Optimization exercise on an open flow, not production practice.
RTL: at most simulated, not proved equivalent.
Function not checked: run 1.
Power: default activity.

## flow/run.sh

```bash
#!/bin/bash
set -o pipefail
echo "export SETUP_SLACK_MARGIN = 6" >> config.mk
bash standard.sh > standard.log 2>&1
```

## constraint.sdc

```tcl
create_clock -name core_clock -period 9.5 [get_ports {clk}]
set_input_delay 1.9000 -clock core_clock [delete_from_list [all_inputs] [get_ports {clk}]]
set_output_delay 1.9000 -clock core_clock [all_outputs]
set_load 0.01 [all_outputs]
```

## design.v

```verilog
`default_nettype none
package lj_pkg;
	localparam int CELL_ID_WIDTH  = 2;             
	localparam int CELL_POS_WIDTH = 6;             
	localparam int MAG_WIDTH      = 6;             
	localparam int ACC_WIDTH   = 32;               
	localparam int COUNT_WIDTH = 8;                
	localparam int CMAG_WIDTH  = 14;
	localparam int PROD_WIDTH  = CMAG_WIDTH + MAG_WIDTH;    
	localparam int FORCE_SHIFT = 6;
	localparam int QH_WIDTH    = PROD_WIDTH - FORCE_SHIFT;
endpackage
`default_nettype wire
`timescale 1ns/1ns
`default_nettype none
import lj_pkg::*;
module pair_decode (
	input  logic [lj_pkg::CELL_ID_WIDTH-1:0]   hc,
	input  logic [lj_pkg::CELL_ID_WIDTH-1:0]   nc,
	input  logic [lj_pkg::CELL_POS_WIDTH-1:0]  hp,
	input  logic [lj_pkg::CELL_POS_WIDTH-1:0]  np,
	output logic                               ok,
	output logic                               neg,
	output logic [lj_pkg::MAG_WIDTH-1:0]       mag
);
	logic       up;                                
	logic       dn;                                
	logic [6:0] dp;                                
	logic       dp_neg;
	logic       dp_pos;
	always_comb begin
		up = 1'b0;
		dn = 1'b0;
		case ({hc, nc})
			4'b00_01, 4'b01_10, 4'b10_00: up = 1'b1;
			4'b00_10, 4'b01_00, 4'b10_01: dn = 1'b1;
			default: ;
		endcase
	end
	assign dp     = {1'b0, np} - {1'b0, hp};
	assign dp_neg = dp[6];
	assign dp_pos = ~dp[6] & (dp[5:0] != 6'd0);
	assign neg    = dn | (~up & dp_neg);
	assign ok     = up ? dp_neg : (dn ? dp_pos : 1'b1);
	assign mag    = neg ? (hp - np) : dp[5:0];
endmodule
module lj_sumsq (
	input  logic [5:0]  a,
	input  logic [5:0]  b,
	input  logic [5:0]  c,
	output logic [13:0] ra,      
	output logic [13:0] rb
);
	logic [11:0] qa, qb, qc;
	lj_square sq_a (.m(a), .q(qa));
	lj_square sq_b (.m(b), .q(qb));
	lj_square sq_c (.m(c), .q(qc));
	assign ra = {2'b00, qa} + {2'b00, qb};
	assign rb = {2'b00, qc};
endmodule
module lj_square (
	input  logic [5:0]  m,
	output logic [11:0] q
);
	always_comb begin
		case (m)
			6'd0: q = 12'd0;
			6'd1: q = 12'd1;
			6'd2: q = 12'd4;
			6'd3: q = 12'd9;
			6'd4: q = 12'd16;
			6'd5: q = 12'd25;
			6'd6: q = 12'd36;
			6'd7: q = 12'd49;
			6'd8: q = 12'd64;
			6'd9: q = 12'd81;
			6'd10: q = 12'd100;
			6'd11: q = 12'd121;
			6'd12: q = 12'd144;
			6'd13: q = 12'd169;
			6'd14: q = 12'd196;
			6'd15: q = 12'd225;
			6'd16: q = 12'd256;
			6'd17: q = 12'd289;
			6'd18: q = 12'd324;
			6'd19: q = 12'd361;
			6'd20: q = 12'd400;
			6'd21: q = 12'd441;
			6'd22: q = 12'd484;
			6'd23: q = 12'd529;
			6'd24: q = 12'd576;
			6'd25: q = 12'd625;
			6'd26: q = 12'd676;
			6'd27: q = 12'd729;
			6'd28: q = 12'd784;
			6'd29: q = 12'd841;
			6'd30: q = 12'd900;
			6'd31: q = 12'd961;
			6'd32: q = 12'd1024;
			6'd33: q = 12'd1089;
			6'd34: q = 12'd1156;
			6'd35: q = 12'd1225;
			6'd36: q = 12'd1296;
			6'd37: q = 12'd1369;
			6'd38: q = 12'd1444;
			6'd39: q = 12'd1521;
			6'd40: q = 12'd1600;
			6'd41: q = 12'd1681;
			6'd42: q = 12'd1764;
			6'd43: q = 12'd1849;
			6'd44: q = 12'd1936;
			6'd45: q = 12'd2025;
			6'd46: q = 12'd2116;
			6'd47: q = 12'd2209;
			6'd48: q = 12'd2304;
			6'd49: q = 12'd2401;
			6'd50: q = 12'd2500;
			6'd51: q = 12'd2601;
			6'd52: q = 12'd2704;
			6'd53: q = 12'd2809;
			6'd54: q = 12'd2916;
			6'd55: q = 12'd3025;
			6'd56: q = 12'd3136;
			6'd57: q = 12'd3249;
			6'd58: q = 12'd3364;
			6'd59: q = 12'd3481;
			6'd60: q = 12'd3600;
			6'd61: q = 12'd3721;
			6'd62: q = 12'd3844;
			6'd63: q = 12'd3969;
			default: q = 12'd0;
		endcase
	end
endmodule
`default_nettype wire
`timescale 1ns/1ns
`default_nettype none
import lj_pkg::*;
module force_execute (
	input  logic                               en,
	input  logic [7:0]                         tab,      
	output logic                               csign,
	output logic [lj_pkg::CMAG_WIDTH-1:0]      cmag
);
	logic                         t_sign;
	logic [lj_pkg::CMAG_WIDTH-1:0] t_mag;
	always_comb begin
		case (tab)
			8'd0: begin t_sign = 1'b0; t_mag = 14'd16000; end   
			8'd1: begin t_sign = 1'b0; t_mag = 14'd15745; end   
			8'd2: begin t_sign = 1'b0; t_mag = 14'd15490; end   
			8'd3: begin t_sign = 1'b0; t_mag = 14'd15235; end   
			8'd4: begin t_sign = 1'b0; t_mag = 14'd14980; end   
			8'd5: begin t_sign = 1'b0; t_mag = 14'd14725; end   
			8'd6: begin t_sign = 1'b0; t_mag = 14'd14470; end   
			8'd7: begin t_sign = 1'b0; t_mag = 14'd14215; end   
			8'd8: begin t_sign = 1'b0; t_mag = 14'd13960; end   
			8'd9: begin t_sign = 1'b0; t_mag = 14'd13705; end   
			8'd10: begin t_sign = 1'b0; t_mag = 14'd13450; end   
			8'd11: begin t_sign = 1'b0; t_mag = 14'd13195; end   
			8'd12: begin t_sign = 1'b0; t_mag = 14'd12940; end   
			8'd13: begin t_sign = 1'b0; t_mag = 14'd12685; end   
			8'd14: begin t_sign = 1'b0; t_mag = 14'd12430; end   
			8'd15: begin t_sign = 1'b0; t_mag = 14'd12175; end   
			8'd16: begin t_sign = 1'b0; t_mag = 14'd11920; end   
			8'd17: begin t_sign = 1'b0; t_mag = 14'd11665; end   
			8'd18: begin t_sign = 1'b0; t_mag = 14'd11410; end   
			8'd19: begin t_sign = 1'b0; t_mag = 14'd11155; end   
			8'd20: begin t_sign = 1'b0; t_mag = 14'd10900; end   
			8'd21: begin t_sign = 1'b0; t_mag = 14'd10645; end   
			8'd22: begin t_sign = 1'b0; t_mag = 14'd10390; end   
			8'd23: begin t_sign = 1'b0; t_mag = 14'd10135; end   
			8'd24: begin t_sign = 1'b0; t_mag = 14'd9880; end   
			8'd25: begin t_sign = 1'b0; t_mag = 14'd9625; end   
			8'd26: begin t_sign = 1'b0; t_mag = 14'd9370; end   
			8'd27: begin t_sign = 1'b0; t_mag = 14'd9115; end   
			8'd28: begin t_sign = 1'b0; t_mag = 14'd8860; end   
			8'd29: begin t_sign = 1'b0; t_mag = 14'd8605; end   
			8'd30: begin t_sign = 1'b0; t_mag = 14'd8350; end   
			8'd31: begin t_sign = 1'b0; t_mag = 14'd8095; end   
			8'd32: begin t_sign = 1'b0; t_mag = 14'd8000; end   
			8'd33: begin t_sign = 1'b0; t_mag = 14'd7800; end   
			8'd34: begin t_sign = 1'b0; t_mag = 14'd7600; end   
			8'd35: begin t_sign = 1'b0; t_mag = 14'd7400; end   
			8'd36: begin t_sign = 1'b0; t_mag = 14'd7200; end   
			8'd37: begin t_sign = 1'b0; t_mag = 14'd7000; end   
			8'd38: begin t_sign = 1'b0; t_mag = 14'd6800; end   
			8'd39: begin t_sign = 1'b0; t_mag = 14'd6600; end   
			8'd40: begin t_sign = 1'b0; t_mag = 14'd6400; end   
			8'd41: begin t_sign = 1'b0; t_mag = 14'd6200; end   
			8'd42: begin t_sign = 1'b0; t_mag = 14'd6000; end   
			8'd43: begin t_sign = 1'b0; t_mag = 14'd5800; end   
			8'd44: begin t_sign = 1'b0; t_mag = 14'd5600; end   
			8'd45: begin t_sign = 1'b0; t_mag = 14'd5400; end   
			8'd46: begin t_sign = 1'b0; t_mag = 14'd5200; end   
			8'd47: begin t_sign = 1'b0; t_mag = 14'd5000; end   
			8'd48: begin t_sign = 1'b0; t_mag = 14'd4800; end   
			8'd49: begin t_sign = 1'b0; t_mag = 14'd4600; end   
			8'd50: begin t_sign = 1'b0; t_mag = 14'd4400; end   
			8'd51: begin t_sign = 1'b0; t_mag = 14'd4200; end   
			8'd52: begin t_sign = 1'b0; t_mag = 14'd4000; end   
			8'd53: begin t_sign = 1'b0; t_mag = 14'd3800; end   
			8'd54: begin t_sign = 1'b0; t_mag = 14'd3600; end   
			8'd55: begin t_sign = 1'b0; t_mag = 14'd3400; end   
			8'd56: begin t_sign = 1'b0; t_mag = 14'd3200; end   
			8'd57: begin t_sign = 1'b0; t_mag = 14'd3000; end   
			8'd58: begin t_sign = 1'b0; t_mag = 14'd2800; end   
			8'd59: begin t_sign = 1'b0; t_mag = 14'd2600; end   
			8'd60: begin t_sign = 1'b0; t_mag = 14'd2400; end   
			8'd61: begin t_sign = 1'b0; t_mag = 14'd2200; end   
			8'd62: begin t_sign = 1'b0; t_mag = 14'd2000; end   
			8'd63: begin t_sign = 1'b0; t_mag = 14'd1800; end   
			8'd64: begin t_sign = 1'b0; t_mag = 14'd1800; end   
			8'd65: begin t_sign = 1'b0; t_mag = 14'd1740; end   
			8'd66: begin t_sign = 1'b0; t_mag = 14'd1680; end   
			8'd67: begin t_sign = 1'b0; t_mag = 14'd1620; end   
			8'd68: begin t_sign = 1'b0; t_mag = 14'd1560; end   
			8'd69: begin t_sign = 1'b0; t_mag = 14'd1500; end   
			8'd70: begin t_sign = 1'b0; t_mag = 14'd1440; end   
			8'd71: begin t_sign = 1'b0; t_mag = 14'd1380; end   
			8'd72: begin t_sign = 1'b0; t_mag = 14'd1320; end   
			8'd73: begin t_sign = 1'b0; t_mag = 14'd1260; end   
			8'd74: begin t_sign = 1'b0; t_mag = 14'd1200; end   
			8'd75: begin t_sign = 1'b0; t_mag = 14'd1140; end   
			8'd76: begin t_sign = 1'b0; t_mag = 14'd1080; end   
			8'd77: begin t_sign = 1'b0; t_mag = 14'd1020; end   
			8'd78: begin t_sign = 1'b0; t_mag = 14'd960; end   
			8'd79: begin t_sign = 1'b0; t_mag = 14'd900; end   
			8'd80: begin t_sign = 1'b0; t_mag = 14'd840; end   
			8'd81: begin t_sign = 1'b0; t_mag = 14'd780; end   
			8'd82: begin t_sign = 1'b0; t_mag = 14'd720; end   
			8'd83: begin t_sign = 1'b0; t_mag = 14'd660; end   
			8'd84: begin t_sign = 1'b0; t_mag = 14'd600; end   
			8'd85: begin t_sign = 1'b0; t_mag = 14'd540; end   
			8'd86: begin t_sign = 1'b0; t_mag = 14'd480; end   
			8'd87: begin t_sign = 1'b0; t_mag = 14'd420; end   
			8'd88: begin t_sign = 1'b0; t_mag = 14'd360; end   
			8'd89: begin t_sign = 1'b0; t_mag = 14'd300; end   
			8'd90: begin t_sign = 1'b0; t_mag = 14'd240; end   
			8'd91: begin t_sign = 1'b0; t_mag = 14'd180; end   
			8'd92: begin t_sign = 1'b0; t_mag = 14'd120; end   
			8'd93: begin t_sign = 1'b0; t_mag = 14'd60; end   
			8'd94: begin t_sign = 1'b0; t_mag = 14'd0; end   
			8'd95: begin t_sign = 1'b1; t_mag = 14'd60; end   
			8'd96: begin t_sign = 1'b1; t_mag = 14'd60; end   
			8'd97: begin t_sign = 1'b1; t_mag = 14'd68; end   
			8'd98: begin t_sign = 1'b1; t_mag = 14'd76; end   
			8'd99: begin t_sign = 1'b1; t_mag = 14'd84; end   
			8'd100: begin t_sign = 1'b1; t_mag = 14'd92; end   
			8'd101: begin t_sign = 1'b1; t_mag = 14'd100; end   
			8'd102: begin t_sign = 1'b1; t_mag = 14'd108; end   
			8'd103: begin t_sign = 1'b1; t_mag = 14'd116; end   
			8'd104: begin t_sign = 1'b1; t_mag = 14'd124; end   
			8'd105: begin t_sign = 1'b1; t_mag = 14'd132; end   
			8'd106: begin t_sign = 1'b1; t_mag = 14'd140; end   
			8'd107: begin t_sign = 1'b1; t_mag = 14'd148; end   
			8'd108: begin t_sign = 1'b1; t_mag = 14'd156; end   
			8'd109: begin t_sign = 1'b1; t_mag = 14'd164; end   
			8'd110: begin t_sign = 1'b1; t_mag = 14'd172; end   
			8'd111: begin t_sign = 1'b1; t_mag = 14'd180; end   
			8'd112: begin t_sign = 1'b1; t_mag = 14'd188; end   
			8'd113: begin t_sign = 1'b1; t_mag = 14'd196; end   
			8'd114: begin t_sign = 1'b1; t_mag = 14'd204; end   
			8'd115: begin t_sign = 1'b1; t_mag = 14'd212; end   
			8'd116: begin t_sign = 1'b1; t_mag = 14'd220; end   
			8'd117: begin t_sign = 1'b1; t_mag = 14'd228; end   
			8'd118: begin t_sign = 1'b1; t_mag = 14'd236; end   
			8'd119: begin t_sign = 1'b1; t_mag = 14'd244; end   
			8'd120: begin t_sign = 1'b1; t_mag = 14'd252; end   
			8'd121: begin t_sign = 1'b1; t_mag = 14'd260; end   
			8'd122: begin t_sign = 1'b1; t_mag = 14'd268; end   
			8'd123: begin t_sign = 1'b1; t_mag = 14'd276; end   
			8'd124: begin t_sign = 1'b1; t_mag = 14'd284; end   
			8'd125: begin t_sign = 1'b1; t_mag = 14'd292; end   
			8'd126: begin t_sign = 1'b1; t_mag = 14'd300; end   
			8'd127: begin t_sign = 1'b1; t_mag = 14'd308; end   
			8'd128: begin t_sign = 1'b1; t_mag = 14'd310; end   
			8'd129: begin t_sign = 1'b1; t_mag = 14'd313; end   
			8'd130: begin t_sign = 1'b1; t_mag = 14'd316; end   
			8'd131: begin t_sign = 1'b1; t_mag = 14'd319; end   
			8'd132: begin t_sign = 1'b1; t_mag = 14'd322; end   
			8'd133: begin t_sign = 1'b1; t_mag = 14'd325; end   
			8'd134: begin t_sign = 1'b1; t_mag = 14'd328; end   
			8'd135: begin t_sign = 1'b1; t_mag = 14'd331; end   
			8'd136: begin t_sign = 1'b1; t_mag = 14'd334; end   
			8'd137: begin t_sign = 1'b1; t_mag = 14'd337; end   
			8'd138: begin t_sign = 1'b1; t_mag = 14'd340; end   
			8'd139: begin t_sign = 1'b1; t_mag = 14'd343; end   
			8'd140: begin t_sign = 1'b1; t_mag = 14'd346; end   
			8'd141: begin t_sign = 1'b1; t_mag = 14'd349; end   
			8'd142: begin t_sign = 1'b1; t_mag = 14'd352; end   
			8'd143: begin t_sign = 1'b1; t_mag = 14'd355; end   
			8'd144: begin t_sign = 1'b1; t_mag = 14'd358; end   
			8'd145: begin t_sign = 1'b1; t_mag = 14'd361; end   
			8'd146: begin t_sign = 1'b1; t_mag = 14'd364; end   
			8'd147: begin t_sign = 1'b1; t_mag = 14'd367; end   
			8'd148: begin t_sign = 1'b1; t_mag = 14'd370; end   
			8'd149: begin t_sign = 1'b1; t_mag = 14'd373; end   
			8'd150: begin t_sign = 1'b1; t_mag = 14'd376; end   
			8'd151: begin t_sign = 1'b1; t_mag = 14'd379; end   
			8'd152: begin t_sign = 1'b1; t_mag = 14'd382; end   
			8'd153: begin t_sign = 1'b1; t_mag = 14'd385; end   
			8'd154: begin t_sign = 1'b1; t_mag = 14'd388; end   
			8'd155: begin t_sign = 1'b1; t_mag = 14'd391; end   
			8'd156: begin t_sign = 1'b1; t_mag = 14'd394; end   
			8'd157: begin t_sign = 1'b1; t_mag = 14'd397; end   
			8'd158: begin t_sign = 1'b1; t_mag = 14'd400; end   
			8'd159: begin t_sign = 1'b1; t_mag = 14'd403; end   
			8'd160: begin t_sign = 1'b1; t_mag = 14'd400; end   
			8'd161: begin t_sign = 1'b1; t_mag = 14'd401; end   
			8'd162: begin t_sign = 1'b1; t_mag = 14'd402; end   
			8'd163: begin t_sign = 1'b1; t_mag = 14'd403; end   
			8'd164: begin t_sign = 1'b1; t_mag = 14'd404; end   
			8'd165: begin t_sign = 1'b1; t_mag = 14'd405; end   
			8'd166: begin t_sign = 1'b1; t_mag = 14'd406; end   
			8'd167: begin t_sign = 1'b1; t_mag = 14'd407; end   
			8'd168: begin t_sign = 1'b1; t_mag = 14'd408; end   
			8'd169: begin t_sign = 1'b1; t_mag = 14'd409; end   
			8'd170: begin t_sign = 1'b1; t_mag = 14'd410; end   
			8'd171: begin t_sign = 1'b1; t_mag = 14'd411; end   
			8'd172: begin t_sign = 1'b1; t_mag = 14'd412; end   
			8'd173: begin t_sign = 1'b1; t_mag = 14'd413; end   
			8'd174: begin t_sign = 1'b1; t_mag = 14'd414; end   
			8'd175: begin t_sign = 1'b1; t_mag = 14'd415; end   
			8'd176: begin t_sign = 1'b1; t_mag = 14'd416; end   
			8'd177: begin t_sign = 1'b1; t_mag = 14'd417; end   
			8'd178: begin t_sign = 1'b1; t_mag = 14'd418; end   
			8'd179: begin t_sign = 1'b1; t_mag = 14'd419; end   
			8'd180: begin t_sign = 1'b1; t_mag = 14'd420; end   
			8'd181: begin t_sign = 1'b1; t_mag = 14'd421; end   
			8'd182: begin t_sign = 1'b1; t_mag = 14'd422; end   
			8'd183: begin t_sign = 1'b1; t_mag = 14'd423; end   
			8'd184: begin t_sign = 1'b1; t_mag = 14'd424; end   
			8'd185: begin t_sign = 1'b1; t_mag = 14'd425; end   
			8'd186: begin t_sign = 1'b1; t_mag = 14'd426; end   
			8'd187: begin t_sign = 1'b1; t_mag = 14'd427; end   
			8'd188: begin t_sign = 1'b1; t_mag = 14'd428; end   
			8'd189: begin t_sign = 1'b1; t_mag = 14'd429; end   
			8'd190: begin t_sign = 1'b1; t_mag = 14'd430; end   
			8'd191: begin t_sign = 1'b1; t_mag = 14'd431; end   
			8'd192: begin t_sign = 1'b1; t_mag = 14'd300; end   
			8'd193: begin t_sign = 1'b1; t_mag = 14'd302; end   
			8'd194: begin t_sign = 1'b1; t_mag = 14'd304; end   
			8'd195: begin t_sign = 1'b1; t_mag = 14'd306; end   
			8'd196: begin t_sign = 1'b1; t_mag = 14'd308; end   
			8'd197: begin t_sign = 1'b1; t_mag = 14'd310; end   
			8'd198: begin t_sign = 1'b1; t_mag = 14'd312; end   
			8'd199: begin t_sign = 1'b1; t_mag = 14'd314; end   
			8'd200: begin t_sign = 1'b1; t_mag = 14'd316; end   
			8'd201: begin t_sign = 1'b1; t_mag = 14'd318; end   
			8'd202: begin t_sign = 1'b1; t_mag = 14'd320; end   
			8'd203: begin t_sign = 1'b1; t_mag = 14'd322; end   
			8'd204: begin t_sign = 1'b1; t_mag = 14'd324; end   
			8'd205: begin t_sign = 1'b1; t_mag = 14'd326; end   
			8'd206: begin t_sign = 1'b1; t_mag = 14'd328; end   
			8'd207: begin t_sign = 1'b1; t_mag = 14'd330; end   
			8'd208: begin t_sign = 1'b1; t_mag = 14'd332; end   
			8'd209: begin t_sign = 1'b1; t_mag = 14'd334; end   
			8'd210: begin t_sign = 1'b1; t_mag = 14'd336; end   
			8'd211: begin t_sign = 1'b1; t_mag = 14'd338; end   
			8'd212: begin t_sign = 1'b1; t_mag = 14'd340; end   
			8'd213: begin t_sign = 1'b1; t_mag = 14'd342; end   
			8'd214: begin t_sign = 1'b1; t_mag = 14'd344; end   
			8'd215: begin t_sign = 1'b1; t_mag = 14'd346; end   
			8'd216: begin t_sign = 1'b1; t_mag = 14'd348; end   
			8'd217: begin t_sign = 1'b1; t_mag = 14'd350; end   
			8'd218: begin t_sign = 1'b1; t_mag = 14'd352; end   
			8'd219: begin t_sign = 1'b1; t_mag = 14'd354; end   
			8'd220: begin t_sign = 1'b1; t_mag = 14'd356; end   
			8'd221: begin t_sign = 1'b1; t_mag = 14'd358; end   
			8'd222: begin t_sign = 1'b1; t_mag = 14'd360; end   
			8'd223: begin t_sign = 1'b1; t_mag = 14'd362; end   
			8'd224: begin t_sign = 1'b1; t_mag = 14'd200; end   
			8'd225: begin t_sign = 1'b1; t_mag = 14'd204; end   
			8'd226: begin t_sign = 1'b1; t_mag = 14'd208; end   
			8'd227: begin t_sign = 1'b1; t_mag = 14'd212; end   
			8'd228: begin t_sign = 1'b1; t_mag = 14'd216; end   
			8'd229: begin t_sign = 1'b1; t_mag = 14'd220; end   
			8'd230: begin t_sign = 1'b1; t_mag = 14'd224; end   
			8'd231: begin t_sign = 1'b1; t_mag = 14'd228; end   
			8'd232: begin t_sign = 1'b1; t_mag = 14'd232; end   
			8'd233: begin t_sign = 1'b1; t_mag = 14'd236; end   
			8'd234: begin t_sign = 1'b1; t_mag = 14'd240; end   
			8'd235: begin t_sign = 1'b1; t_mag = 14'd244; end   
			8'd236: begin t_sign = 1'b1; t_mag = 14'd248; end   
			8'd237: begin t_sign = 1'b1; t_mag = 14'd252; end   
			8'd238: begin t_sign = 1'b1; t_mag = 14'd256; end   
			8'd239: begin t_sign = 1'b1; t_mag = 14'd260; end   
			8'd240: begin t_sign = 1'b1; t_mag = 14'd264; end   
			8'd241: begin t_sign = 1'b1; t_mag = 14'd268; end   
			8'd242: begin t_sign = 1'b1; t_mag = 14'd272; end   
			8'd243: begin t_sign = 1'b1; t_mag = 14'd276; end   
			8'd244: begin t_sign = 1'b1; t_mag = 14'd280; end   
			8'd245: begin t_sign = 1'b1; t_mag = 14'd284; end   
			8'd246: begin t_sign = 1'b1; t_mag = 14'd288; end   
			8'd247: begin t_sign = 1'b1; t_mag = 14'd292; end   
			8'd248: begin t_sign = 1'b1; t_mag = 14'd296; end   
			8'd249: begin t_sign = 1'b1; t_mag = 14'd300; end   
			8'd250: begin t_sign = 1'b1; t_mag = 14'd304; end   
			8'd251: begin t_sign = 1'b1; t_mag = 14'd308; end   
			8'd252: begin t_sign = 1'b1; t_mag = 14'd312; end   
			8'd253: begin t_sign = 1'b1; t_mag = 14'd316; end   
			8'd254: begin t_sign = 1'b1; t_mag = 14'd320; end   
			8'd255: begin t_sign = 1'b1; t_mag = 14'd324; end   
			default: begin t_sign = 1'b0; t_mag = 14'd0; end
		endcase
	end
	assign csign = t_sign;
	assign cmag  = t_mag & {CMAG_WIDTH{en}};
endmodule
module lj_mul (
	input  logic [13:0] c,
	input  logic [15:0] c3,      
	input  logic [5:0]  m,
	output logic [19:0] q
);
	logic t1;
	logic t2;
	logic t3;
	logic t4;
	logic t5;
	logic t6;
	logic t7;
	logic t8;
	logic t9;
	logic t10;
	logic t11;
	logic t12;
	logic t13;
	logic t14;
	logic t15;
	logic t16;
	logic t17;
	logic t18;
	logic t19;
	logic t20;
	logic t21;
	logic t22;
	logic t23;
	logic t24;
	logic t25;
	logic t26;
	logic t27;
	logic t28;
	logic t29;
	logic t30;
	logic t31;
	logic t32;
	logic t33;
	logic t34;
	logic t35;
	logic t36;
	logic t37;
	logic t38;
	logic t39;
	logic t40;
	logic t41;
	logic t42;
	logic t43;
	logic t44;
	logic t45;
	logic t46;
	logic t47;
	logic t48;
	logic t49;
	logic t50;
	logic t51;
	logic t52;
	logic t53;
	logic t54;
	logic t55;
	logic t56;
	logic t57;
	logic t58;
	logic t59;
	logic t60;
	logic t61;
	logic t62;
	logic t63;
	logic t64;
	logic t65;
	logic t66;
	logic t67;
	logic t68;
	logic t69;
	logic t70;
	logic t71;
	logic t72;
	logic t73;
	logic t74;
	logic t75;
	logic t76;
	assign t1 = (~m[1] & m[0] & c[0]) | (m[1] & m[0] & c3[0]);
	assign t2 = (~m[1] & m[0] & c[1]) | (m[1] & ~m[0] & c[0]) | (m[1] & m[0] & c3[1]);
	assign t3 = (~m[1] & m[0] & c[2]) | (m[1] & ~m[0] & c[1]) | (m[1] & m[0] & c3[2]);
	assign t4 = (~m[1] & m[0] & c[3]) | (m[1] & ~m[0] & c[2]) | (m[1] & m[0] & c3[3]);
	assign t5 = (~m[1] & m[0] & c[4]) | (m[1] & ~m[0] & c[3]) | (m[1] & m[0] & c3[4]);
	assign t6 = (~m[1] & m[0] & c[5]) | (m[1] & ~m[0] & c[4]) | (m[1] & m[0] & c3[5]);
	assign t7 = (~m[1] & m[0] & c[6]) | (m[1] & ~m[0] & c[5]) | (m[1] & m[0] & c3[6]);
	assign t8 = (~m[1] & m[0] & c[7]) | (m[1] & ~m[0] & c[6]) | (m[1] & m[0] & c3[7]);
	assign t9 = (~m[1] & m[0] & c[8]) | (m[1] & ~m[0] & c[7]) | (m[1] & m[0] & c3[8]);
	assign t10 = (~m[1] & m[0] & c[9]) | (m[1] & ~m[0] & c[8]) | (m[1] & m[0] & c3[9]);
	assign t11 = (~m[1] & m[0] & c[10]) | (m[1] & ~m[0] & c[9]) | (m[1] & m[0] & c3[10]);
	assign t12 = (~m[1] & m[0] & c[11]) | (m[1] & ~m[0] & c[10]) | (m[1] & m[0] & c3[11]);
	assign t13 = (~m[1] & m[0] & c[12]) | (m[1] & ~m[0] & c[11]) | (m[1] & m[0] & c3[12]);
	assign t14 = (~m[1] & m[0] & c[13]) | (m[1] & ~m[0] & c[12]) | (m[1] & m[0] & c3[13]);
	assign t15 = (m[1] & ~m[0] & c[13]) | (m[1] & m[0] & c3[14]);
	assign t16 = (m[1] & m[0] & c3[15]);
	assign t17 = (~m[3] & m[2] & c[0]) | (m[3] & m[2] & c3[0]);
	assign t18 = (~m[3] & m[2] & c[1]) | (m[3] & ~m[2] & c[0]) | (m[3] & m[2] & c3[1]);
	assign t19 = (~m[3] & m[2] & c[2]) | (m[3] & ~m[2] & c[1]) | (m[3] & m[2] & c3[2]);
	assign t20 = (~m[3] & m[2] & c[3]) | (m[3] & ~m[2] & c[2]) | (m[3] & m[2] & c3[3]);
	assign t21 = (~m[3] & m[2] & c[4]) | (m[3] & ~m[2] & c[3]) | (m[3] & m[2] & c3[4]);
	assign t22 = (~m[3] & m[2] & c[5]) | (m[3] & ~m[2] & c[4]) | (m[3] & m[2] & c3[5]);
	assign t23 = (~m[3] & m[2] & c[6]) | (m[3] & ~m[2] & c[5]) | (m[3] & m[2] & c3[6]);
	assign t24 = (~m[3] & m[2] & c[7]) | (m[3] & ~m[2] & c[6]) | (m[3] & m[2] & c3[7]);
	assign t25 = (~m[3] & m[2] & c[8]) | (m[3] & ~m[2] & c[7]) | (m[3] & m[2] & c3[8]);
	assign t26 = (~m[3] & m[2] & c[9]) | (m[3] & ~m[2] & c[8]) | (m[3] & m[2] & c3[9]);
	assign t27 = (~m[3] & m[2] & c[10]) | (m[3] & ~m[2] & c[9]) | (m[3] & m[2] & c3[10]);
	assign t28 = (~m[3] & m[2] & c[11]) | (m[3] & ~m[2] & c[10]) | (m[3] & m[2] & c3[11]);
	assign t29 = (~m[3] & m[2] & c[12]) | (m[3] & ~m[2] & c[11]) | (m[3] & m[2] & c3[12]);
	assign t30 = (~m[3] & m[2] & c[13]) | (m[3] & ~m[2] & c[12]) | (m[3] & m[2] & c3[13]);
	assign t31 = (m[3] & ~m[2] & c[13]) | (m[3] & m[2] & c3[14]);
	assign t32 = (m[3] & m[2] & c3[15]);
	assign t33 = (~m[5] & m[4] & c[0]) | (m[5] & m[4] & c3[0]);
	assign t34 = (~m[5] & m[4] & c[1]) | (m[5] & ~m[4] & c[0]) | (m[5] & m[4] & c3[1]);
	assign t35 = (~m[5] & m[4] & c[2]) | (m[5] & ~m[4] & c[1]) | (m[5] & m[4] & c3[2]);
	assign t36 = (~m[5] & m[4] & c[3]) | (m[5] & ~m[4] & c[2]) | (m[5] & m[4] & c3[3]);
	assign t37 = (~m[5] & m[4] & c[4]) | (m[5] & ~m[4] & c[3]) | (m[5] & m[4] & c3[4]);
	assign t38 = (~m[5] & m[4] & c[5]) | (m[5] & ~m[4] & c[4]) | (m[5] & m[4] & c3[5]);
	assign t39 = (~m[5] & m[4] & c[6]) | (m[5] & ~m[4] & c[5]) | (m[5] & m[4] & c3[6]);
	assign t40 = (~m[5] & m[4] & c[7]) | (m[5] & ~m[4] & c[6]) | (m[5] & m[4] & c3[7]);
	assign t41 = (~m[5] & m[4] & c[8]) | (m[5] & ~m[4] & c[7]) | (m[5] & m[4] & c3[8]);
	assign t42 = (~m[5] & m[4] & c[9]) | (m[5] & ~m[4] & c[8]) | (m[5] & m[4] & c3[9]);
	assign t43 = (~m[5] & m[4] & c[10]) | (m[5] & ~m[4] & c[9]) | (m[5] & m[4] & c3[10]);
	assign t44 = (~m[5] & m[4] & c[11]) | (m[5] & ~m[4] & c[10]) | (m[5] & m[4] & c3[11]);
	assign t45 = (~m[5] & m[4] & c[12]) | (m[5] & ~m[4] & c[11]) | (m[5] & m[4] & c3[12]);
	assign t46 = (~m[5] & m[4] & c[13]) | (m[5] & ~m[4] & c[12]) | (m[5] & m[4] & c3[13]);
	assign t47 = (m[5] & ~m[4] & c[13]) | (m[5] & m[4] & c3[14]);
	assign t48 = (m[5] & m[4] & c3[15]);
	assign t49 = t5 ^ t19;
	assign t50 = t5 & t19;
	assign t51 = t6 ^ t20 ^ t34;
	assign t52 = (t6 & t20) | (t6 & t34) | (t20 & t34);
	assign t53 = t7 ^ t21 ^ t35;
	assign t54 = (t7 & t21) | (t7 & t35) | (t21 & t35);
	assign t55 = t8 ^ t22 ^ t36;
	assign t56 = (t8 & t22) | (t8 & t36) | (t22 & t36);
	assign t57 = t9 ^ t23 ^ t37;
	assign t58 = (t9 & t23) | (t9 & t37) | (t23 & t37);
	assign t59 = t10 ^ t24 ^ t38;
	assign t60 = (t10 & t24) | (t10 & t38) | (t24 & t38);
	assign t61 = t11 ^ t25 ^ t39;
	assign t62 = (t11 & t25) | (t11 & t39) | (t25 & t39);
	assign t63 = t12 ^ t26 ^ t40;
	assign t64 = (t12 & t26) | (t12 & t40) | (t26 & t40);
	assign t65 = t13 ^ t27 ^ t41;
	assign t66 = (t13 & t27) | (t13 & t41) | (t27 & t41);
	assign t67 = t14 ^ t28 ^ t42;
	assign t68 = (t14 & t28) | (t14 & t42) | (t28 & t42);
	assign t69 = t15 ^ t29 ^ t43;
	assign t70 = (t15 & t29) | (t15 & t43) | (t29 & t43);
	assign t71 = t16 ^ t30 ^ t44;
	assign t72 = (t16 & t30) | (t16 & t44) | (t30 & t44);
	assign t73 = t31 ^ t45;
	assign t74 = t31 & t45;
	assign t75 = t32 ^ t46;
	assign t76 = t32 & t46;
	assign q = {t48, t76, t74, t72, t70, t68, t66, t64, t62, t60, t58, t56, t54, t52, t50, t49, t4, t3, t2, t1}
	         + {1'b0, t47, t75, t73, t71, t69, t67, t65, t63, t61, t59, t57, t55, t53, t51, t33, t18, t17, 1'b0, 1'b0};
endmodule
`default_nettype wire
`timescale 1ns/1ns
`default_nettype none
import lj_pkg::*;
module force_accumulate (
	input  logic                                clk,
	input  logic                                clr,
	input  logic                                clr_d,
	input  logic                                s,
	input  logic                                cin,      
	input  logic [lj_pkg::QH_WIDTH-1:0]         x,        
	output logic [lj_pkg::ACC_WIDTH-1:0]        acc       
);
	localparam int HW = ACC_WIDTH - QH_WIDTH;        
	logic [QH_WIDTH-1:0]          lo;
	logic [QH_WIDTH-1:0]          lo_d;
	logic [QH_WIDTH-1:0]          lo_base;
	logic [QH_WIDTH+1:0]          lo_sum;          
	logic                         inc;             
	logic                         dec;             
	logic [HW-1:0]                hi;
	logic [HW-1:0]                hi_base;
	logic [HW:0]                  all1;            
	logic [HW:0]                  all0;            
	assign lo_base = clr ? '0 : lo;
	assign lo_sum  = {1'b0, lo_base, 1'b1} + {1'b0, x, cin};
	always_ff @(posedge clk) begin
		lo   <= lo_sum[QH_WIDTH:1];
		lo_d <= lo;
		inc  <= lo_sum[QH_WIDTH+1] & ~s;
		dec  <= s & ~lo_sum[QH_WIDTH+1];
	end
	assign hi_base = clr_d ? '0 : hi;
	assign all1[0] = 1'b1;
	assign all0[0] = 1'b1;
	genvar i;
	generate
		for (i = 0; i < HW; i++) begin : g_hi
			assign all1[i+1] = all1[i] & hi_base[i];
			assign all0[i+1] = all0[i] & ~hi_base[i];
		end
	endgenerate
	always_ff @(posedge clk) begin
		hi <= hi_base ^ (({HW{inc}} & all1[HW-1:0]) | ({HW{dec}} & all0[HW-1:0]));
	end
	assign acc = {hi, lo_d};
endmodule
`default_nettype wire
`timescale 1ns/1ns
`default_nettype none
import lj_pkg::*;
module lj_pair_top (
	input  logic                                   clk,
	input  logic                                   rst_n,
	input  logic                                   pair_valid,
	input  logic                                   pair_last,
	input  logic [3*lj_pkg::CELL_ID_WIDTH-1:0]     home_cell,
	input  logic [3*lj_pkg::CELL_ID_WIDTH-1:0]     nbr_cell,
	input  logic [3*lj_pkg::CELL_POS_WIDTH-1:0]    home_pos,
	input  logic [3*lj_pkg::CELL_POS_WIDTH-1:0]    nbr_pos,
	output logic                                   force_valid,
	output logic signed [lj_pkg::ACC_WIDTH-1:0]    force_x,
	output logic signed [lj_pkg::ACC_WIDTH-1:0]    force_y,
	output logic signed [lj_pkg::ACC_WIDTH-1:0]    force_z,
	output logic [lj_pkg::COUNT_WIDTH-1:0]         pair_count
);
	localparam int MW = MAG_WIDTH;
	localparam int CW = CMAG_WIDTH;
	localparam int QW = QH_WIDTH;
	logic [2:0]        ok0;
	logic [2:0]        neg0;
	logic [3*MW-1:0]   mag0;
	genvar a;
	generate
		for (a = 0; a < 3; a++) begin : g_axis
			pair_decode dec_i (
				.hc(home_cell[a*CELL_ID_WIDTH +: CELL_ID_WIDTH]),
				.nc(nbr_cell[a*CELL_ID_WIDTH +: CELL_ID_WIDTH]),
				.hp(home_pos[a*CELL_POS_WIDTH +: CELL_POS_WIDTH]),
				.np(nbr_pos[a*CELL_POS_WIDTH +: CELL_POS_WIDTH]),
				.ok(ok0[a]), .neg(neg0[a]), .mag(mag0[a*MW +: MW])
			);
		end
	endgenerate
	logic              v1, last1;
	logic [2:0]        neg1;
	logic [3*MW-1:0]   mag1;
	always_ff @(posedge clk or negedge rst_n) begin
		if (!rst_n) begin
			v1 <= 1'b0;
			last1 <= 1'b0;
		end else begin
			v1 <= pair_valid & (&ok0);
			last1 <= pair_valid & pair_last;
		end
	end
	always_ff @(posedge clk) begin
		neg1 <= neg0;
		mag1 <= mag0;
	end
	logic [13:0]       ra1, rb1;                   
	lj_sumsq sumsq_i (.a(mag1[0 +: MW]), .b(mag1[MW +: MW]), .c(mag1[2*MW +: MW]),
		.ra(ra1), .rb(rb1));
	logic [13:0]       r2;
	logic              en1;
	assign r2  = ra1 + rb1;
	assign en1 = v1 & (r2[13:12] == 2'b00) & (r2[11:4] != 8'd0);    
	logic              en2, last2;
	logic [7:0]        tabn2;                      
	logic [2:0]        neg2;
	logic [3*MW-1:0]   mag2;
	always_ff @(posedge clk or negedge rst_n) begin
		if (!rst_n) begin
			en2 <= 1'b0;
			last2 <= 1'b0;
		end else begin
			en2 <= en1;
			last2 <= last1;
		end
	end
	always_ff @(posedge clk) begin
		tabn2 <= ~r2[11:4];
		neg2 <= neg1;
		mag2 <= mag1;
	end
	logic [7:0]        tab2;
	assign tab2 = ~tabn2;
	logic              csign;
	logic [CW-1:0]     cmag;
	force_execute coef_i (.en(en2), .tab(tab2), .csign(csign), .cmag(cmag));
	logic              en3, last3;
	logic [2:0]        s3;
	logic [CW-1:0]     cmag3;
	logic [3*MW-1:0]   mag3;
	logic [15:0]       c3_3;                       
	always_ff @(posedge clk or negedge rst_n) begin
		if (!rst_n) begin
			en3 <= 1'b0;
			last3 <= 1'b0;
		end else begin
			en3 <= en2;
			last3 <= last2;
		end
	end
	always_ff @(posedge clk) begin
		s3 <= neg2 ^ {3{csign}};
		cmag3 <= cmag;
		mag3 <= mag2;
		c3_3 <= {2'b00, cmag} + {1'b0, cmag, 1'b0};
	end
	logic [3*QW-1:0]   x3;
	logic [2:0]        cin3;
	generate
		for (a = 0; a < 3; a++) begin : g_mul
			logic [PROD_WIDTH-1:0] q;
			lj_mul mul_i (.c(cmag3), .c3(c3_3), .m(mag3[a*MW +: MW]), .q(q));
			assign x3[a*QW +: QW] = q[PROD_WIDTH-1:FORCE_SHIFT] ^ {QW{s3[a]}};
			assign cin3[a]        = s3[a] & (q[FORCE_SHIFT-1:0] == '0);
		end
	endgenerate
	logic              en4, last4;
	logic [2:0]        s4;
	logic [2:0]        cin4;
	logic [3*QW-1:0]   x4;
	always_ff @(posedge clk or negedge rst_n) begin
		if (!rst_n) begin
			en4 <= 1'b0;
			last4 <= 1'b0;
		end else begin
			en4 <= en3;
			last4 <= last3;
		end
	end
	always_ff @(posedge clk) begin
		s4 <= s3;
		cin4 <= cin3;
		x4 <= x3;
	end
	logic              clr_x, clr_y, clr_z, clr_n;    
	logic              last5;
	logic              clrd_x, clrd_y, clrd_z;        
	always_ff @(posedge clk or negedge rst_n) begin
		if (!rst_n) begin
			last5 <= 1'b0;
			force_valid <= 1'b0;
			clr_x <= 1'b1;
			clr_y <= 1'b1;
			clr_z <= 1'b1;
			clr_n <= 1'b1;
			clrd_x <= 1'b1;
			clrd_y <= 1'b1;
			clrd_z <= 1'b1;
		end else begin
			last5 <= last4;
			force_valid <= last5;
			clr_x <= last4 | (clr_x & ~en4);
			clr_y <= last4 | (clr_y & ~en4);
			clr_z <= last4 | (clr_z & ~en4);
			clr_n <= last4 | (clr_n & ~en4);
			clrd_x <= clr_x;
			clrd_y <= clr_y;
			clrd_z <= clr_z;
		end
	end
	force_accumulate acc_x (.clk(clk), .clr(clr_x), .clr_d(clrd_x), .s(s4[2]), .cin(cin4[2]),
		.x(x4[2*QW +: QW]), .acc(force_x));
	force_accumulate acc_y (.clk(clk), .clr(clr_y), .clr_d(clrd_y), .s(s4[1]), .cin(cin4[1]),
		.x(x4[1*QW +: QW]), .acc(force_y));
	force_accumulate acc_z (.clk(clk), .clr(clr_z), .clr_d(clrd_z), .s(s4[0]), .cin(cin4[0]),
		.x(x4[0*QW +: QW]), .acc(force_z));
	logic              en5, clrd_n;
	always_ff @(posedge clk or negedge rst_n) begin
		if (!rst_n) begin
			en5 <= 1'b0;
			clrd_n <= 1'b1;
		end else begin
			en5 <= en4;
			clrd_n <= clr_n;
		end
	end
	always_ff @(posedge clk) begin
		pair_count <= (clrd_n ? '0 : pair_count) + {{(COUNT_WIDTH-1){1'b0}}, en5};
	end
endmodule
`default_nettype wire
```

## config.mk

```make
export PLATFORM = sky130hd
export DESIGN_NAME = lj_pair_top
export DESIGN_NICKNAME = lj_pair_top
export VERILOG_FILES = /design/flow/design.v
export SDC_FILE = /design/flow/constraint.sdc
export NUM_CORES = 4
export LEC_CHECK = 0
export CAP_MARGIN = 20
export CORE_MARGIN = 2
export CORE_UTILIZATION = 40
export SLEW_MARGIN = 20
export SETUP_SLACK_MARGIN = 6
```

## standard.sh

```bash
#!/bin/bash
# synth_recipe.tcl (not shown) runs the flow's synth.tcl, then flattens the netlist and writes it again
# the make line also repeats each setting of config.mk as NAME=value (left out here)
make -C /OpenROAD-flow-scripts/flow DESIGN_CONFIG=/design/flow/config.mk WORK_HOME=/design/flow/orfs CLKGATE_MAP_FILE= SYNTH_SCRIPT=/design/flow/synth_recipe.tcl "${@:-finish}"
```

==> results of run 1 <==
through the flow:
step	hold WS, ns	total power, mW	area (um2)	cells
global placement	0.312	7.83	26700	3617
global route	0.328	11.2	31600	3943
finish	0.323	10.3	31600	3943
CTS	0.325	10.1	30600	3884
detailed placement	0.312	7.96	26700	3617
floorplan	0.310	6.56	24900	2835
placed cells by master (no fill, tap or decap), types with 21 or more instances in the layout:
| cell type | instances |
|---|---|
| a22oi_2 | 24 |
| mux2i_1 | 23 |
| xor2_1 | 63 |
| nand3_1 | 55 |
| a22oi_1 | 66 |
| a31oi_1 | 27 |
| and3_1 | 23 |
| fa_1 | 43 |
| nor2_1 | 186 |
| a21oi_1 | 110 |
| a21o_1 | 28 |
| buf_4 | 203 |
| dfxtp_2 | 44 |
| xnor2_1 | 123 |
| nor3_1 | 91 |
| dfxtp_4 | 35 |
| ha_4 | 37 |
| a21oi_2 | 23 |
| nand2b_1 | 41 |
| buf_6 | 42 |
| a22o_1 | 33 |
| clkdlybuf4s50_1 | 113 |
| nand2_1 | 130 |
| dfxtp_1 | 251 |
| o21ai_0 | 110 |
| o21a_1 | 29 |
| o22ai_1 | 21 |
| inv_1 | 165 |
| nor2b_1 | 93 |
| o211ai_1 | 36 |
| mux2_2 | 125 |
| ha_1 | 156 |
| clkbuf_16 | 43 |
routing by layer:
metal | up-vias | GRT usage
met1 | 10500 | 0.239
met4 | 0 | 0.0828
met3 | 172 | 0.0291
met5 | - | 0
li1 | 10700 | -
met2 | 632 | 0.359
kinds of logic after synthesis:
kind of cell    Yosys count  synth area share
compound gates          735             0.207
xor+xnor                187            0.0676
fa+ha+maj               247             0.141
buf+inv                 373            0.0589
flops                   349             0.291
mux                     157            0.0719
simple gates            787             0.162
state kept, by name, indices dropped and copies added, names as in the netlist, 8 cells and up:
name / count
mag2: 18
acc_x.lo: 14
acc_x.hi: 18
tabn2: 8
acc_y.hi: 18
cmag3: 13
acc_y.lo_d: 14
acc_y.lo: 14
c3_3: 16
sumsq_i.qa: 10
acc_z.lo_d: 14
acc_x.lo_d: 14
pair_count: 8
x4: 42
sumsq_i.qc: 10
mag1: 18
sumsq_i.qb: 10
acc_z.hi: 18
mag3: 18
acc_z.lo: 14
critical path: cells and delay by family:
| family | cells | cell delay (ns) |
|---|---|---|
| adders and majority gates | 4 | 0.92 |
| AOI/OAI and AO/OA | 4 | 0.86 |
| muxes | 3 | 0.64 |
| buffers and inverters | 6 | 0.63 |
| and+or+nand+nor | 1 | 0.04 |
how the worst max path moves through the flow:
stage / depth (start not counted) / slack [ns] / end
2_1_floorplan: 19 / 4.46 / sumsq_i.qc[6]
3_3_place_gp: 16 / 3.58 / sumsq_i.qb[8]
3_5_place_dp: 16 / 3.40 / sumsq_i.qb[7]
4_1_cts: 20 / 5.05 / sumsq_i.qc[6]
5_1_grt: 18 / 4.83 / sumsq_i.qc[7]
6_report: 18 / 4.92 / sumsq_i.qc[7]
cell type report:
class                   count  share of cell area
clock buffers              57              0.0376
well taps                 782              0.0310
repair buffers            407               0.116
clock inverters            20             0.00574
multi-input cells        2116               0.550
inverters                 210              0.0290
flip-flops and latches    349               0.230
repair inverters            2            0.000435
report_power, final:
part / internal [mW] / leakage (nW) / total (mW) / switching [mW]
Combinational: 2.88 / 9.83 / 5.80 / 2.92
Sequential: 2.20 / 3.02 / 2.97 / 0.772
Clock: 0.920 / 0.676 / 1.58 / 0.655
timing repair:
item                                    4_1_cts  5_1_grt
hold buffers                                  0        0
resized for setup                           390      152
cloned                                        6        1
buffers inserted                            184       58
endpoints found under the setup margin      128       83
pin swaps                                   109       73
==> flow_summary.yaml, run 1 <==
worst_hold_path:
  hold_depth: 0
  min_to: "mag3[9]"
  hp-start: "mag2[9]"
  hold_class: "reg2reg"
clock_network:
  cts_inserted_buffers: 42
  cts-root-buf: "clkbuf_16"
  cts_tree: "yes"
  clock_latency_ns: 0.57
  clk_pin_slew_ns: 0.06
  cts.path.max_buffers: 3
  htree_levels: 2
  cts.sinks: 349
floorplanning:
  start_util: 0.404
  die_area_um2: 62900
  std_cell_rows: 90
  die_h_um: 251
  io_pins: 157
  die-width_um: 251
  core_um2: 60200
power_and_ir_drop:
  cellLeakagePower_nw: 13.5
  pwr_density_cell_nw_per_um2: 327
  ir_drop_mv: 0.165
yosys:
  synth_top_area_cell: "dfxtp_1"
  ys_ff_latch: 349
  syn_nets: 3133
  avgSynthCellArea_um2: 8.59
  synth_edf_count: 0
  async_flop_share: 0.0544
  syn_area_um2: 24400
  yosysTopAreaCellShare: 0.271
  synthTopCellsByCount: "dfxtp_1, ha_1, inv_1, nor2_1, nand2_1"
  syn_inst: 2835
  synth.most_common_cell: "dfxtp_1"
  yosys_warnings: 5
  synth_top_flop_cell: "dfxtp_1"
  yosysSeqAreaShare: 0.291
  ys_types: 90
  synthTopCellsByArea: "dfxtp_1, ha_1, mux2_2, xnor2_1, fa_1"
timing:
  tns_ns: 0
  rsz0062_at_grt: "true"
  fin_skew_ns: 0.0199
  hold_viol: 0
  drv_slew: 0
  min_period_ns: 4.58
  period_share: 0.482
  fin_ws_ns: 4.92
  fmax_ghz: 0.218
  setup_viol: 0
  worstMarginPinSlew_ns: 0.851
  relSlewSlack: 0.432
critical_path:
  reg2reg_slack_ns: 5.83
  cp_slowest_stage_delay_ns: 0.34
  required_ns: 9.94
  timing.rr.start: "tabn2[1]"
  r2r-end: "c3_3[13]"
  arrival_ns: 5.01
  startpoint_type: "input port"
  cpMostUsedCell: "buf_12"
  ff2ff_path_depth: 15
  cp-startpoint: "nbr_pos[12]"
  critPathMaxFanout: 5
  crit_chain: "buf_12 -> inv_12 -> ha_4 -> inv_2 -> fa_2 -> a21o_1 -> a2111oi_4 -> buf_4 -> maj3_2 -> mux2_4 -> nor2_4 -> mux2_4 -> buf_12 -> buf_12 -> ha_4 -> a211oi_2 -> o32ai_2 -> mux2i_1"
  crit_path_top_delay_cell: "fa_2"
  endpoint_kind: "flop"
  crit_type: "in2reg"
layout:
  final_core_util: 0.525
  nets: 3426
  drive_gt1_frac: 0.267
  diodes: 0
  areaGrowthSynthToFinish_pct: 29.8
  multi_input_area_um2: 17400
  fillers: 5418
  regArea_um2: 7280
global_routing:
  grt_pass1_vias: 21600
  track_usage: 0.200
  gr-total-overflow: 0
  grt_first_pass_wirelength_um: 106000
  grt_max_degree: 39
  antenna_found_initial: 0
drt:
  vias_per_cell: 5.60
  drtPass1Iterations: 9
  met2WireLength_um: 33300
  drcViolationCount: 0
  post_drt_wl_per_cell_um: 16.8
  num_vias: 22100
  drtAntennaViolNets: 0
  wl_met1_um: 27600
  highest_layer: "met4"
  postRouteWirelength_um: 66200
  drt_iter0_markers: 1641
  routed-wl-met3_um: 3060
placed_design:
  place_congestion: 0.890
  pre_cts_slack_ns: 3.40
  hpwl_um: 43500
  portBuffers: 156
flow_run:
  drv_cap: 0
run_status:
  outcome: "timing/DRC/antenna clean"
==> inputs of run 2 (changes only) <==
--- a/design.v
+++ b/design.v
@@ -51,12 +51,56 @@
 	output logic [13:0] ra,      
 	output logic [13:0] rb
 );
-	logic [11:0] qa, qb, qc;
+	logic [11:0] qa, qb, qc;                       
 	lj_square sq_a (.m(a), .q(qa));
 	lj_square sq_b (.m(b), .q(qb));
 	lj_square sq_c (.m(c), .q(qc));
-	assign ra = {2'b00, qa} + {2'b00, qb};
-	assign rb = {2'b00, qc};
+	logic t1;
+	logic t2;
+	logic t3;
+	logic t4;
+	logic t5;
+	logic t6;
+	logic t7;
+	logic t8;
+	logic t9;
+	logic t10;
+	logic t11;
+	logic t12;
+	logic t13;
+	logic t14;
+	logic t15;
+	logic t16;
+	logic t17;
+	logic t18;
+	logic t19;
+	logic t20;
+	logic t21;
+	logic t22;
+	assign t1 = qa[0] ^ qb[0];
+	assign t2 = qa[0] & qb[0];
+	assign t3 = qa[2] ^ qb[2];
+	assign t4 = qa[2] & qb[2];
+	assign t5 = qa[3] ^ qb[3] ^ qc[3];
+	assign t6 = (qa[3] & qb[3]) | (qa[3] & qc[3]) | (qb[3] & qc[3]);
+	assign t7 = qa[4] ^ qb[4] ^ qc[4];
+	assign t8 = (qa[4] & qb[4]) | (qa[4] & qc[4]) | (qb[4] & qc[4]);
+	assign t9 = qa[5] ^ qb[5] ^ qc[5];
+	assign t10 = (qa[5] & qb[5]) | (qa[5] & qc[5]) | (qb[5] & qc[5]);
+	assign t11 = qa[6] ^ qb[6] ^ qc[6];
+	assign t12 = (qa[6] & qb[6]) | (qa[6] & qc[6]) | (qb[6] & qc[6]);
+	assign t13 = qa[7] ^ qb[7] ^ qc[7];
+	assign t14 = (qa[7] & qb[7]) | (qa[7] & qc[7]) | (qb[7] & qc[7]);
+	assign t15 = qa[8] ^ qb[8] ^ qc[8];
+	assign t16 = (qa[8] & qb[8]) | (qa[8] & qc[8]) | (qb[8] & qc[8]);
+	assign t17 = qa[9] ^ qb[9] ^ qc[9];
+	assign t18 = (qa[9] & qb[9]) | (qa[9] & qc[9]) | (qb[9] & qc[9]);
+	assign t19 = qa[10] ^ qb[10] ^ qc[10];
+	assign t20 = (qa[10] & qb[10]) | (qa[10] & qc[10]) | (qb[10] & qc[10]);
+	assign t21 = qa[11] ^ qb[11] ^ qc[11];
+	assign t22 = (qa[11] & qb[11]) | (qa[11] & qc[11]) | (qb[11] & qc[11]);
+	assign ra = {1'b0, t22, t20, t18, t16, t14, t12, t10, t8, t6, t4, t3, t2, t1};
+	assign rb = {1'b0, 1'b0, t21, t19, t17, t15, t13, t11, t9, t7, t5, qc[2], 1'b0, qc[0]};
 endmodule
 module lj_square (
 	input  logic [5:0]  m,
@@ -656,6 +700,7 @@
 	logic              v1, last1;
 	logic [2:0]        neg1;
 	logic [3*MW-1:0]   mag1;
+	logic [3*MW-1:0]   magn1;                      
 	always_ff @(posedge clk or negedge rst_n) begin
 		if (!rst_n) begin
 			v1 <= 1'b0;
@@ -667,8 +712,9 @@
 	end
 	always_ff @(posedge clk) begin
 		neg1 <= neg0;
-		mag1 <= mag0;
+		magn1 <= ~mag0;
 	end
+	assign mag1 = ~magn1;
 	logic [13:0]       ra1, rb1;                   
 	lj_sumsq sumsq_i (.a(mag1[0 +: MW]), .b(mag1[MW +: MW]), .c(mag1[2*MW +: MW]),
 		.ra(ra1), .rb(rb1));
@@ -719,21 +765,21 @@
 		mag3 <= mag2;
 		c3_3 <= {2'b00, cmag} + {1'b0, cmag, 1'b0};
 	end
-	logic [3*QW-1:0]   x3;
-	logic [2:0]        cin3;
-	generate
-		for (a = 0; a < 3; a++) begin : g_mul
-			logic [PROD_WIDTH-1:0] q;
-			lj_mul mul_i (.c(cmag3), .c3(c3_3), .m(mag3[a*MW +: MW]), .q(q));
-			assign x3[a*QW +: QW] = q[PROD_WIDTH-1:FORCE_SHIFT] ^ {QW{s3[a]}};
-			assign cin3[a]        = s3[a] & (q[FORCE_SHIFT-1:0] == '0);
-		end
-	endgenerate
-	logic              en4, last4;
-	logic [2:0]        s4;
-	logic [2:0]        cin4;
-	logic [3*QW-1:0]   x4;
-	always_ff @(posedge clk or negedge rst_n) begin
+    	logic [3*QW-1:0]   x3;
+    	logic [2:0]        cin3;
+    	generate
+    		for (a = 0; a < 3; a++) begin : g_mul
+    			logic [PROD_WIDTH-1:0] q;
+    			lj_mul mul_i (.c(cmag3), .c3(c3_3), .m(mag3[a*MW +: MW]), .q(q));
+    			assign x3[a*QW +: QW] = q[PROD_WIDTH-1:FORCE_SHIFT] ^ {QW{s3[a]}};
+    			assign cin3[a]        = s3[a] & (q[FORCE_SHIFT-1:0] == '0);
+    		end
+    	endgenerate
+    	logic              en4, last4;
+    	logic [2:0]        s4;
+    	logic [2:0]        cin4;
+    	logic [3*QW-1:0]   x4;
+    	always_ff @(posedge clk or negedge rst_n) begin
 		if (!rst_n) begin
 			en4 <= 1'b0;
 			last4 <= 1'b0;
==> flow/run.sh (replaced) <==
#!/bin/bash
set -o pipefail
echo "export SETUP_SLACK_MARGIN = 5.8" >> config.mk
bash standard.sh > standard.log 2>&1
--- a/config.mk
+++ b/config.mk
@@ -5,8 +5,9 @@
 export SDC_FILE = /design/flow/constraint.sdc
 export NUM_CORES = 4
 export LEC_CHECK = 0
+export ABC_AREA = 1
 export CAP_MARGIN = 20
 export CORE_MARGIN = 2
 export CORE_UTILIZATION = 40
 export SLEW_MARGIN = 20
-export SETUP_SLACK_MARGIN = 6
+export SETUP_SLACK_MARGIN = 5.8
==> flow_summary.yaml, run 2 <==
drt:
  drtAntennaViolNets: 0
  drt_iter0_markers: 1453
  drtPass1Iterations: 5
  vias_per_cell: 5.17
  drcViolationCount: 0
  postRouteWirelength_um: 59200
  num_vias: 20300
  post_drt_wl_per_cell_um: 15.1
layout:
  regMostFlops: "x4"
  largest_register_ffs: 42
  areaGrowthSynthToFinish_pct: 19.1
  drive_gt1_frac: 0.0896
  fillers: 5445
  diodes: 0
  nets: 3447
  final_cell_mix: "inv_1, nand2_1, dfxtp_1, a21oi_1, nor2_1"
  final_common_cell: "inv_1"
yosys:
  synth.most_common_cell: "inv_1"
  syn_nets: 3299
  async_flop_share: 0.0596
  avgSynthCellArea_um2: 7.42
  ys_types: 60
  syn_inst: 2993
  synth_top_flop_cell: "dfxtp_1"
  yosysSeqAreaShare: 0.292
  synth_top_area_cell: "dfxtp_1"
  yosys_warnings: 5
  synthTopCellsByArea: "dfxtp_1, ha_1, inv_1, nand2_1, a21oi_1"
  synth_edf_count: 0
  synthTopCellsByCount: "inv_1, nand2_1, dfxtp_1"
  ys_ff_latch: 319
  yosysTopAreaCellShare: 0.271
  syn_area_um2: 22200
timing:
  hold_viol: 0
  relSlewSlack: 0.266
  tns_ns: 0
  rsz0062_at_grt: "true"
  fin_ws_ns: 5.87
  worstMarginPinSlew_ns: 1.09
  drv_slew: 0
  setup_viol: 0
  fmax_ghz: 0.276
  min_period_ns: 3.63
  period_share: 0.382
  fin_skew_ns: 0.0193
floorplanning:
  io_pins: 157
  core_um2: 55000
  start_util: 0.404
  std_cell_rows: 86
  die_area_um2: 57400
  die-width_um: 240
  die_h_um: 240
power_and_ir_drop:
  ir_drop_mv: 0.169
  cellLeakagePower_nw: 12.6
  pwr_density_cell_nw_per_um2: 359
  power_mw: 9.50
critical_path:
  critPathMaxFanout: 3
  endpoint_kind: "flop"
  crit_type: "in2reg"
  startpoint_type: "input port"
  crit_chain: "clkdlybuf4s50_1 -> inv_1 -> fa_2 -> nand3_1 -> nand2_1 -> a21oi_1 -> nor2_1 -> nor2_1 -> inv_1 -> o21ai_4 -> mux2_2"
  crit_path_top_delay_cell: "clkdlybuf4s50_1"
  cp_slowest_stage_delay_ns: 0.54
  arrival_ns: 4.06
  required_ns: 9.94
global_routing:
  grt_max_degree: 29
  grt_first_pass_wirelength_um: 96000
  grt_pass1_vias: 19500
  track_usage: 0.203
  gr-total-overflow: 0
  antenna_found_initial: 0
clock_network:
  cts_inserted_buffers: 38
  cts_tree: "yes"
  cts-root-buf: "clkbuf_16"
  htree_levels: 2
  clk_pin_slew_ns: 0.05
  cts.sinks: 319
  clock_latency_ns: 0.56
  cts.path.max_buffers: 3
placed_design:
  portBuffers: 156
  hpwl_um: 45700
  pre_cts_slack_ns: 5.11
  place_congestion: 0.976
run_status:
  outcome: "timing/DRC/antenna clean"
flow_run:
  drv_cap: 0
worst_hold_path:
  hold_class: "reg2reg"
run 2: cell types whose count changed after synthesis, moves of 48 or more:
cell,before,now
mux2_2,130,1
xor2_1,63,149
nand2_1,142,455
inv_1,198,488
xnor2_1,123,66
nor3_1,100,32
clkbuf_1,133,69
a21oi_1,135,266
o22ai_1,24,100
nor2_1,198,247
nand3_1,57,105
nor2b_1,103,0
a22oi_1,89,0
run 2: timing repair:
action / in CTS / in global routing
gates resized for setup: 57 / 116
hold endpoints to repair: 0 / 0
pin swaps: 1 / 14
setup buffers: 6 / 25
setup endpoints to repair: 34 / 48
hold buffers: 0 / 0
cloned: 0 / 2
run 2: layout make-up:
cell class,instances,area [um2],share of cell area
clock buffer,49,1090,0.0414
clock inverter,21,238,0.00899
inverter,517,2000,0.0756
multi-input combinational,2074,13800,0.522
sequential,319,6560,0.248
tap,748,936,0.0354
timing repair buffer,190,1820,0.0689
timing repair inverter,1,5.00,0.000189
run 2: worst paths after layout:
check / startpoint / slack (ns) / endpoint / cells past startpoint
min in group asynchronous: rst_n / 1.73 / en4 / 2
min: mag2[7] / 0.32 / mag3[7] / 0
max reg2reg: magn1[13] / 5.93 / en2 / 22
min reg2reg: mag2[7] / 0.32 / mag3[7] / 0
max in group asynchronous: rst_n / 7.45 / clrd_y / 2
max: home_pos[13] / 5.87 / magn1[17] / 11
run 2: cells by family after synthesis:
| kind of cell | after synthesis | synth area share |
|---|---|---|
| XOR/XNOR | 215 | 0.0848 |
| buffers and inverters | 601 | 0.103 |
| flip-flops | 319 | 0.292 |
| adder cells (fa/ha/maj) | 254 | 0.162 |
| AND/OR/NAND/NOR | 928 | 0.178 |
| AO/OA/AOI/OAI | 673 | 0.180 |
| multiplexers | 3 | 0.00141 |
run 2: worst max-delay path, delay by kind of cell:
kind,cells,cell delay [ns]
multiplexers,1,0.35
buffers and inverters,3,0.76
AND/OR/NAND/NOR,4,0.37
AO/OA/AOI/OAI,2,0.28
adder cells (fa/ha/maj),1,0.41
run 2: metal layers:
metal / up-vias / global-route usage / share of wire
li1: 10200 / - / -
met1: 9230 / 0.249 / 0.43
met2: 705 / 0.353 / 0.47
met3: 144 / 0.0301 / 0.057
met4: 0 / 0.0858 / 0.040
met5: - / 0 / 0
run 2: through the flow:
| stage | hold WS [ns] | utilization | cell area (um2) | instances |
|---|---|---|---|---|
| final | 0.325 | 0.481 | 26400 | 3919 |
| after global routing | 0.329 | 0.481 | 26400 | 3919 |
| after CTS | 0.324 | 0.471 | 25900 | 3892 |
| after detailed placement | 0.312 | 0.444 | 24400 | 3816 |
| after global placement | 0.312 | 0.444 | 24400 | 3816 |
| after floorplan | 0.310 | - | 22200 | 2993 |
run 2: where the power goes:
group	total (mW)	switching, mW	internal, mW
combinational	5.49	3.27	2.21
clock	1.49	0.588	0.906
sequential	2.52	0.542	1.97
total	9.50	4.40	5.09
==> inputs of run 3 (changes only) <==
==> flow/run.sh (replaced) <==
#!/bin/bash
set -o pipefail
echo "export SETUP_SLACK_MARGIN = 6.5" >> config.mk
bash standard.sh > standard.log 2>&1
--- a/config.mk
+++ b/config.mk
@@ -10,4 +10,4 @@
 export CORE_MARGIN = 2
 export CORE_UTILIZATION = 40
 export SLEW_MARGIN = 20
-export SETUP_SLACK_MARGIN = 5.8
+export SETUP_SLACK_MARGIN = 6.5
==> flow_summary.yaml, run 3 <==
power_and_ir_drop:
  cellLeakagePower_nw: 14.1
  ir_drop_mv: 0.319
  pwr_density_cell_nw_per_um2: 367
critical_path:
  required_ns: 9.93
  endpoint_kind: "flop"
  startpoint_type: "flop"
  crit_type: "reg2reg"
  ff2ff_path_depth: 20
  crit_path_top_delay_cell: "fa_1"
  reg2reg_slack_ns: 6.16
  arrival_ns: 3.76
  critPathMaxFanout: 6
  r2r-end: "en2"
  cp_slowest_stage_delay_ns: 0.54
  crit_chain: "inv_8 -> ha_4 -> o21ai_2 -> o211ai_1 -> nand3_2 -> nand2_2 -> inv_2 -> fa_1 -> inv_2 -> ha_4 -> nand2_4 -> inv_2 -> nand2_2 -> nand2_2 -> a21oi_4 -> buf_4 -> xor2_2 -> nand3_1 -> nor2_1 -> a21oi_1"
  timing.rr.start: "magn1[0]"
floorplanning:
  io_pins: 157
  die_area_um2: 57400
  die-width_um: 240
  core_um2: 55000
  std_cell_rows: 86
  start_util: 0.404
  die_h_um: 240
yosys:
  avgSynthCellArea_um2: 7.42
  syn_nets: 3299
  synth_edf_count: 0
  synth.most_common_cell: "inv_1"
  yosysTopAreaCellShare: 0.271
  yosysSeqAreaShare: 0.292
  syn_area_um2: 22200
  async_flop_share: 0.0596
  ys_types: 60
  synth_top_flop_cell: "dfxtp_1"
  ys_ff_latch: 319
  synthTopCellsByCount: "inv_1, nand2_1, dfxtp_1"
  yosys_warnings: 5
  synth_top_area_cell: "dfxtp_1"
  synthTopCellsByArea: "dfxtp_1, ha_1, inv_1, nand2_1, a21oi_1"
  syn_inst: 2993
drt:
  drtPass1Iterations: 5
  postRouteWirelength_um: 66000
  drt_iter0_markers: 1542
  drtAntennaViolNets: 0
  drcViolationCount: 0
  num_vias: 21700
  post_drt_wl_per_cell_um: 16.0
  vias_per_cell: 5.26
worst_hold_path:
  hold_depth: 0
  hp-start: "mag2[17]"
  min_to: "mag3[17]"
  hold_class: "reg2reg"
layout:
  final_core_util: 0.544
  largest_register_ffs: 42
  drive_gt1_frac: 0.303
  final_cell_mix: "inv_1, nand2_1, buf_4, a21oi_1, nor2_1"
  areaGrowthSynthToFinish_pct: 34.8
  diodes: 0
  final_common_cell: "inv_1"
  finalNonFillerCells: 4126
  regMostFlops: "x4"
  fillers: 5006
  nets: 3655
timing:
  tns_ns: 0
  drv_slew: 0
  period_share: 0.351
  fmax_ghz: 0.300
  fin_skew_ns: 0.0211
  fin_ws_ns: 6.16
  hold_viol: 0
  setup_viol: 0
  worstMarginPinSlew_ns: 0.953
  relSlewSlack: 0.364
  rsz0062_at_grt: "true"
  min_period_ns: 3.34
clock_network:
  cts_inserted_buffers: 39
  cts_tree: "yes"
  cts-root-buf: "clkbuf_16"
  cts.sinks: 319
  clock_latency_ns: 0.56
  htree_levels: 2
  cts.path.max_buffers: 3
  ctsHoldBuffers: 0
  clk_pin_slew_ns: 0.05
global_routing:
  grt_pass1_vias: 20800
  gr-total-overflow: 0
  grt_first_pass_wirelength_um: 102000
  grt_max_degree: 29
  grtUsageMet3: 0.0289
  use_met2: 0.393
  top_usage_layer: "met2"
  grt_use_met1: 0.255
  antenna_found_initial: 0
  track_usage: 0.216
placed_design:
  portBuffers: 156
  pre_cts_slack_ns: 5.08
  dp.cells: 3816
  place_congestion: 0.891
  hpwl_um: 45600
run_status:
  outcome: "timing/DRC/antenna clean"
flow_run:
  drv_cap: 0
run 3: cell counts after synthesis:
Identical to the previous run, type by type.
run 3: metrics by stage:
stage	hold WS, ns	power (mW)	area, um2
2_1_floorplan	0.310	6.25	22500
3_3_place_gp	0.311	7.76	24600
3_5_place_dp	0.312	7.81	24600
4_1_cts	0.325	10.2	28100
5_1_grt	0.329	11.8	29900
6_report	0.323	11.0	29900
run 3: what timing repair did:
| item | 4_1_cts | 5_1_grt |
|---|---|---|
| hold endpoints to repair | 0 | 0 |
| resized for setup | 937 | 305 |
| cloned | 5 | 3 |
| endpoints found under the setup margin | 187 | 77 |
| pin swaps | 134 | 140 |
| setup buffers | 143 | 89 |
run 3: routing by layer:
layer | vias to the layer above | part of all wire
met5 | - | 0
li1 | 10600 | -
met4 | 0 | 0.044
met2 | 760 | 0.50
met1 | 10100 | 0.40
met3 | 206 | 0.054
run 3: cells by family after synthesis:
group / synth area share
fa+ha+maj: 0.162
mux: 0.00141
simple gates: 0.178
compound gates: 0.180
buf+inv: 0.103
flops: 0.292
xor+xnor: 0.0848
run 3: final cells by class:
cell class / instances / area [um2] / share of cell area
Inverter: 517 / 2170 / 0.0727
Clock buffer: 53 / 1110 / 0.0370
Sequential cell: 319 / 6730 / 0.225
Tap cell: 748 / 936 / 0.0313
Clock inverter: 17 / 225 / 0.00753
Timing Repair inverter: 1 / 7.51 / 0.000251
Multi-Input combinational cell: 2079 / 15800 / 0.528
Timing Repair Buffer: 392 / 2940 / 0.0984
run 3: how the worst max path moves through the flow:
stage               slack [ns]        start  depth (start not counted)         to
finish                    6.16     magn1[0]                         20        en2
global route              6.01     magn1[0]                         20        en2
CTS                       6.32     magn1[6]                         25        en2
detailed placement        5.08  nbr_pos[12]                         13  magn1[17]
global placement          5.11   nbr_pos[0]                         14         v1
floorplan                 5.91  nbr_pos[12]                         12  magn1[17]
run 3: where the power goes:
| group | internal (mW) | switching [mW] | leakage, nW |
|---|---|---|---|
| sequential | 2.01 | 0.554 | 2.77 |
| clock | 0.931 | 0.579 | 0.644 |
| combinational | 2.92 | 3.99 | 10.6 |
run 3: worst max-delay path, delay by kind of cell (launching register included):
kind	cells	cell delay, ns
AO/OA/AOI/OAI	4	0.52
XOR/XNOR	1	0.15
adder cells (fa/ha/maj)	3	1.07
buffers and inverters	5	0.34
flip-flops	1	0.40
AND/OR/NAND/NOR	7	0.72
